Context: an optimization exercise on an open-source flow, tuned for small area, a short achievable clock period and few clock cycles per item. The choices shown serve that exercise and are no tape-out recipe. Only simulation tests tie the RTL to the original design; equivalence was not proved.

v25:
==> module fpu_pipe_wrap, before the edit <==
module fpu_pipe_wrap #(
  parameter int TAG_W = 4
) (
  input  logic             clk,
  input  logic             rst,
  input  logic             in_valid,
  output logic             in_ready,
  input  logic [1:0]       in_opcode,
  input  logic             in_fmt,
  input  logic [31:0]      in_x,
  input  logic [31:0]      in_y,
  input  logic [TAG_W-1:0] in_tag,
  output logic             out_valid,
  input  logic             out_ready,
  output logic [31:0]      out_r,
  output logic [TAG_W-1:0] out_tag
);
  logic v, adv;
  assign adv       = !v || out_ready;
  assign in_ready  = !rst && adv;
  assign out_valid = v;
  always_ff @(posedge clk) begin
    if (rst)      v <= 1'b0;
    else if (adv) v <= in_valid;
  end
  logic [7:0]  ex, ey, d;
  logic [8:0]  dxy;
  logic        y_gt, x_lt, sub;
  logic [23:0] mx, my, mbig, msml;
  logic [26:0] sh;
  logic [27:0] r_add;
  logic        s_add;
  logic [7:0]  emax;
  assign ex   = in_x[30:23];
  assign ey   = in_y[30:23];
  assign mx   = (ex != 8'd0) ? {1'b1, in_x[22:0]} : 24'd0;
  assign my   = (ey != 8'd0) ? {1'b1, in_y[22:0]} : 24'd0;
  assign dxy  = {1'b0, ex} - {1'b0, ey};
  assign y_gt = dxy[8];
  assign d    = y_gt ? ey - ex : dxy[7:0];
  assign x_lt = in_x[30:0] < in_y[30:0];
  assign mbig = x_lt ? my : mx;
  assign msml = x_lt ? mx : my;
  assign emax = y_gt ? ey : ex;
  assign s_add = x_lt ? in_y[31] : in_x[31];
  assign sub  = in_x[31] ^ in_y[31];
  always_comb begin
    logic [26:0] t;
    t = {msml, 3'b000};
    for (int k = 0; k < 5; k++) begin
      if (d[k]) t = (t >> (1 << k)) | {26'd0, |(t & ((27'd1 << (1 << k)) - 27'd1))};
    end
    if (d[7:5] != 3'd0) t = {26'd0, |msml};
    sh = t;
  end
  logic [27:0] sum_add;
  assign sum_add = {1'b0, mbig, 3'b000} + {1'b0, sh ^ {27{sub}}} + {27'd0, sub};
  assign r_add   = {sum_add[27] && !sub, sum_add[26:0]};
  logic [47:0] pa, pb, p;
  logic [27:0] r_mul;
  fpu_mul24_cs u_mul (
    .a  ({1'b1, in_x[22:0]}),
    .b  ({1'b1, in_y[22:0]}),
    .ra (pa),
    .rb (pb)
  );
  logic [20:0] ylow;
  logic        st_mul;
  always_comb begin
    ylow[0] = in_y[0];
    for (int k = 1; k < 21; k++) ylow[k] = ylow[k-1] | in_y[k];
    st_mul = 1'b0;
    for (int i = 0; i < 21; i++) st_mul = st_mul | (in_x[i] & ylow[20-i]);
  end
  assign p     = pa + pb;
  assign r_mul = {p[47:21], st_mul};
  logic        is_mul, qnan1, zero1, s1;
  logic [9:0]  e1;
  logic [27:0] r1;
  assign is_mul = in_opcode[0];
  assign qnan1  = in_fmt || in_opcode[1] || ex == 8'hFF || ey == 8'hFF;
  assign zero1  = is_mul && (ex == 8'h00 || ey == 8'h00);
  assign s1     = is_mul ? in_x[31] ^ in_y[31] : s_add;
  assign e1     = is_mul ? {2'b00, ex} + {2'b00, ey} - 10'd126 : {2'b00, emax} + 10'd1;
  assign r1     = is_mul ? r_mul : r_add;
  logic             q_qnan, q_zero, q_s;
  logic [9:0]       q_e;
  logic [27:0]      q_r;
  logic [TAG_W-1:0] q_tag;
  always_ff @(posedge clk) begin
    if (adv) begin
      q_qnan <= qnan1;
      q_zero <= zero1;
      q_s    <= s1;
      q_e    <= e1;
      q_r    <= r1;
      q_tag  <= in_tag;
    end
  end
  logic [4:0]  lz;
  logic [27:0] n16, n8, n4, n2, nr;
  logic [26:0] m;
  logic        up, ovf, r_zero, inf, uf;
  logic [23:0] inc;
  logic [22:0] frac;
  logic [7:0]  e_lz, e_out;
  logic [31:0] zv;
  logic [15:0] z1, c1;
  logic [7:0]  z2;
  logic [1:0]  c2 [8];
  logic [3:0]  z3;
  logic [2:0]  c3 [4];
  logic [1:0]  z4;
  logic [3:0]  c4 [2];
  assign zv = {q_r, 4'hF};
  always_comb begin
    for (int g = 0; g < 16; g++) begin
      z1[g] = !zv[2*g+1] && !zv[2*g];
      c1[g] = !zv[2*g+1];
    end
    for (int g = 0; g < 8; g++) begin
      z2[g] = z1[2*g+1] && z1[2*g];
      c2[g] = z1[2*g+1] ? {1'b1, c1[2*g]} : {1'b0, c1[2*g+1]};
    end
    for (int g = 0; g < 4; g++) begin
      z3[g] = z2[2*g+1] && z2[2*g];
      c3[g] = z2[2*g+1] ? {1'b1, c2[2*g]} : {1'b0, c2[2*g+1]};
    end
    for (int g = 0; g < 2; g++) begin
      z4[g] = z3[2*g+1] && z3[2*g];
      c4[g] = z3[2*g+1] ? {1'b1, c3[2*g]} : {1'b0, c3[2*g+1]};
    end
    lz = z4[1] ? {1'b1, c4[0]} : {1'b0, c4[1]};
  end
  assign n16    = lz[4] ? {q_r[11:0], 16'd0} : q_r;
  assign n8     = lz[3] ? {n16[19:0], 8'd0} : n16;
  assign n4     = lz[2] ? {n8[23:0], 4'd0} : n8;
  assign n2     = lz[1] ? {n4[25:0], 2'd0} : n4;
  assign nr     = lz[0] ? {n2[26:0], 1'b0} : n2;
  assign m      = {nr[27:2], nr[1] | nr[0]};
  assign r_zero = (q_r == 28'd0);
  assign up   = m[2] && (m[1] || m[0] || m[3]);
  assign inc  = m[26:3] + 24'd1;
  assign ovf  = up && (&m[26:3]);
  assign frac = up ? inc[22:0] : m[25:3];
  logic       qe_pos, qe_ge254, qe_ge255, qe_ge256, qe_small;
  assign qe_pos   = !q_e[9];
  assign qe_ge254 = qe_pos && (q_e[8] || q_e[7:0] >= 8'd254);
  assign qe_ge255 = qe_pos && (q_e[8] || q_e[7:0] == 8'd255);
  assign qe_ge256 = qe_pos && q_e[8];
  assign inf = q_r[27] ? (ovf ? qe_ge254 : qe_ge255)
             : q_r[26] ? (ovf ? qe_ge255 : qe_ge256)
             : 1'b0;
  assign qe_small = qe_pos && (q_e[8:5] == 4'd0);
  assign uf = q_e[9] || (qe_small && (ovf ? q_e[4:0] < lz : q_e[4:0] <= lz));
  assign e_lz  = q_e[7:0] - {3'd0, lz};
  assign e_out = e_lz + {7'd0, ovf};
  always_comb begin
    if (q_qnan)      out_r = 32'h7FC0_0000;
    else if (q_zero) out_r = {q_s, 31'd0};
    else if (r_zero) out_r = 32'd0;
    else if (inf)    out_r = {q_s, 8'hFF, 23'd0};
    else if (uf)     out_r = {q_s, 31'd0};
    else             out_r = {q_s, e_out, frac};
  end
  assign out_tag = q_tag;
endmodule
export LEC_CHECK = 0
export ABC_AREA = 1
export CAP_MARGIN = 20
export CORE_MARGIN = 2
export CORE_UTILIZATION = 55
export PLACE_DENSITY = 0.75
export SLEW_MARGIN = 20
create_clock -name core_clock -period 32.0 [get_ports {clk}]
standard.sh (not shown) runs the stock make flow with config.mk's settings and CLKGATE_MAP_FILE= SYNTH_SCRIPT=/design/flow/synth_recipe.tcl, a recipe that flattens the netlist after the stock synthesis.
==> flow/flow/run.sh <==
#!/bin/bash
# Own layout flow: the standard ORFS flow (standard.sh) with these changes.
# 1. Synthesis: before the fine step's quick ABC pass, full adders are extracted as the
#    RTL writes them (extract_fa -fa), so that pass cannot flip their polarity and leave
#    inverters between them; the later adder step then runs as usual. ABC maps for area
#    with flow/abc_area.script (map -a, no upsizing), which replaces ORFS's area script
#    (ABC_AREA=1 selects it). Registers and every other synthesis step are as in the
#    standard flow.
# 2. Stronger timing repair: the clock and the SDC are the design's; only the resizer's
#    setup target is raised (SETUP_SLACK_MARGIN), so repair_timing works on the longest
#    paths until their slack is that far above zero, and the ports get buf_2 buffers.
# Every tool's output goes to a log file in this folder (ORFS's own logs under orfs/logs).
set -e
cp -r "$FLOW_HOME/scripts" ./scripts_local
cp flow/abc_area.script scripts_local/abc_area.script
old='  synth -top $::env(DESIGN_NAME) -run fine: {*}$synth_full_args'
grep -qxF "$old" scripts_local/synth.tcl
awk -v old="$old" '
  $0 == old {
    print "  synth -top $::env(DESIGN_NAME) -run fine: -noabc {*}$synth_full_args"
    print "  extract_fa -fa"
    print "  abc -fast"
    print "  opt -fast"
    next
  }
  { print }' scripts_local/synth.tcl > scripts_local/synth.tcl.new
mv scripts_local/synth.tcl.new scripts_local/synth.tcl
grep -qxF "  extract_fa -fa" scripts_local/synth.tcl
diff "$FLOW_HOME/scripts/synth.tcl" scripts_local/synth.tcl > synth_tcl_patch.log || true
cat scripts_local/abc_area.script > abc_script.log
export SCRIPTS_DIR="$PWD/scripts_local"
export SETUP_SLACK_MARGIN=18.8
export TNS_END_PERCENT=10
export BUFFER_PORTS_ARGS="-buffer_cell sky130_fd_sc_hd__buf_2"
bash standard.sh > standard_flow.log 2>&1
==> flow/flow/abc_area.script <==
strash
dch
map -a
topo
stime -c
buffer -c
dnsize -c
Testbench counts of v25, summed over its fixed seeds: cycles 32,008, items 32,000.
> inputs changed (v25 -> v36)
diff --git a/flow/design.v b/flow/design.v
--- a/flow/design.v
+++ b/flow/design.v
@@ -176,7 +176,8 @@
   assign qnan1  = in_fmt || in_opcode[1] || ex == 8'hFF || ey == 8'hFF;
   assign zero1  = is_mul && (ex == 8'h00 || ey == 8'h00);
   assign s1     = is_mul ? in_x[31] ^ in_y[31] : s_add;
-  assign e1     = is_mul ? {2'b00, ex} + {2'b00, ey} - 10'd126 : {2'b00, emax} + 10'd1;
+  assign e1     = {2'b00, is_mul ? ex : emax} + {2'b00, is_mul ? ey : 8'd0}
+                + (is_mul ? 10'h382 : 10'd1);
   assign r1     = is_mul ? r_mul : r_add;
   logic             q_qnan, q_zero, q_s;
   logic [9:0]       q_e;
[summary]
[diff] least setup slack across all paths after layout, v36 relative to v25: improvement
Summary — minimum clock period, v36 relative to v25: lower, by 0.043 ns.
On cell area, v25 and v36 are basically level.
There was hardly any difference in die area between v36 and v25.
Looking at v25 and v36, the share of final layout cell area taken by clock buffers and inverters is a wash.
Testbench counts of v36, summed over its fixed seeds: cycles 32,008, items 32,000.

-- static timing again, ports no longer ideal --
In the flow no input, the clock included, has a driving cell. The finished layouts below were timed again as built, in two steps. Step 1 sets driving cells, clkbuf_16 on the clock port and buf_2 on the other inputs (assumed; they add their load-dependent delay and slew). Step 2 also shifts input and output timing later by t, the mid clock arrival at the registers, as if the neighbouring blocks saw the same clock. a / b / c = no drivers / after step 1 / after step 2; a / b = the first two.
run	shift t [ns]	setup WS [ns]	latest minus earliest clock arrival (ns)
v25	0.334	18.788 / 18.768 / 18.572	0.013 / 0.013
v36	0.322	18.831 / 18.810 / 18.659	0.008 / 0.008
After both steps every run listed still meets setup and hold. The setup slack of v25, which loses most, moves by -0.020 ns with the drivers and by -0.216 ns with both steps.
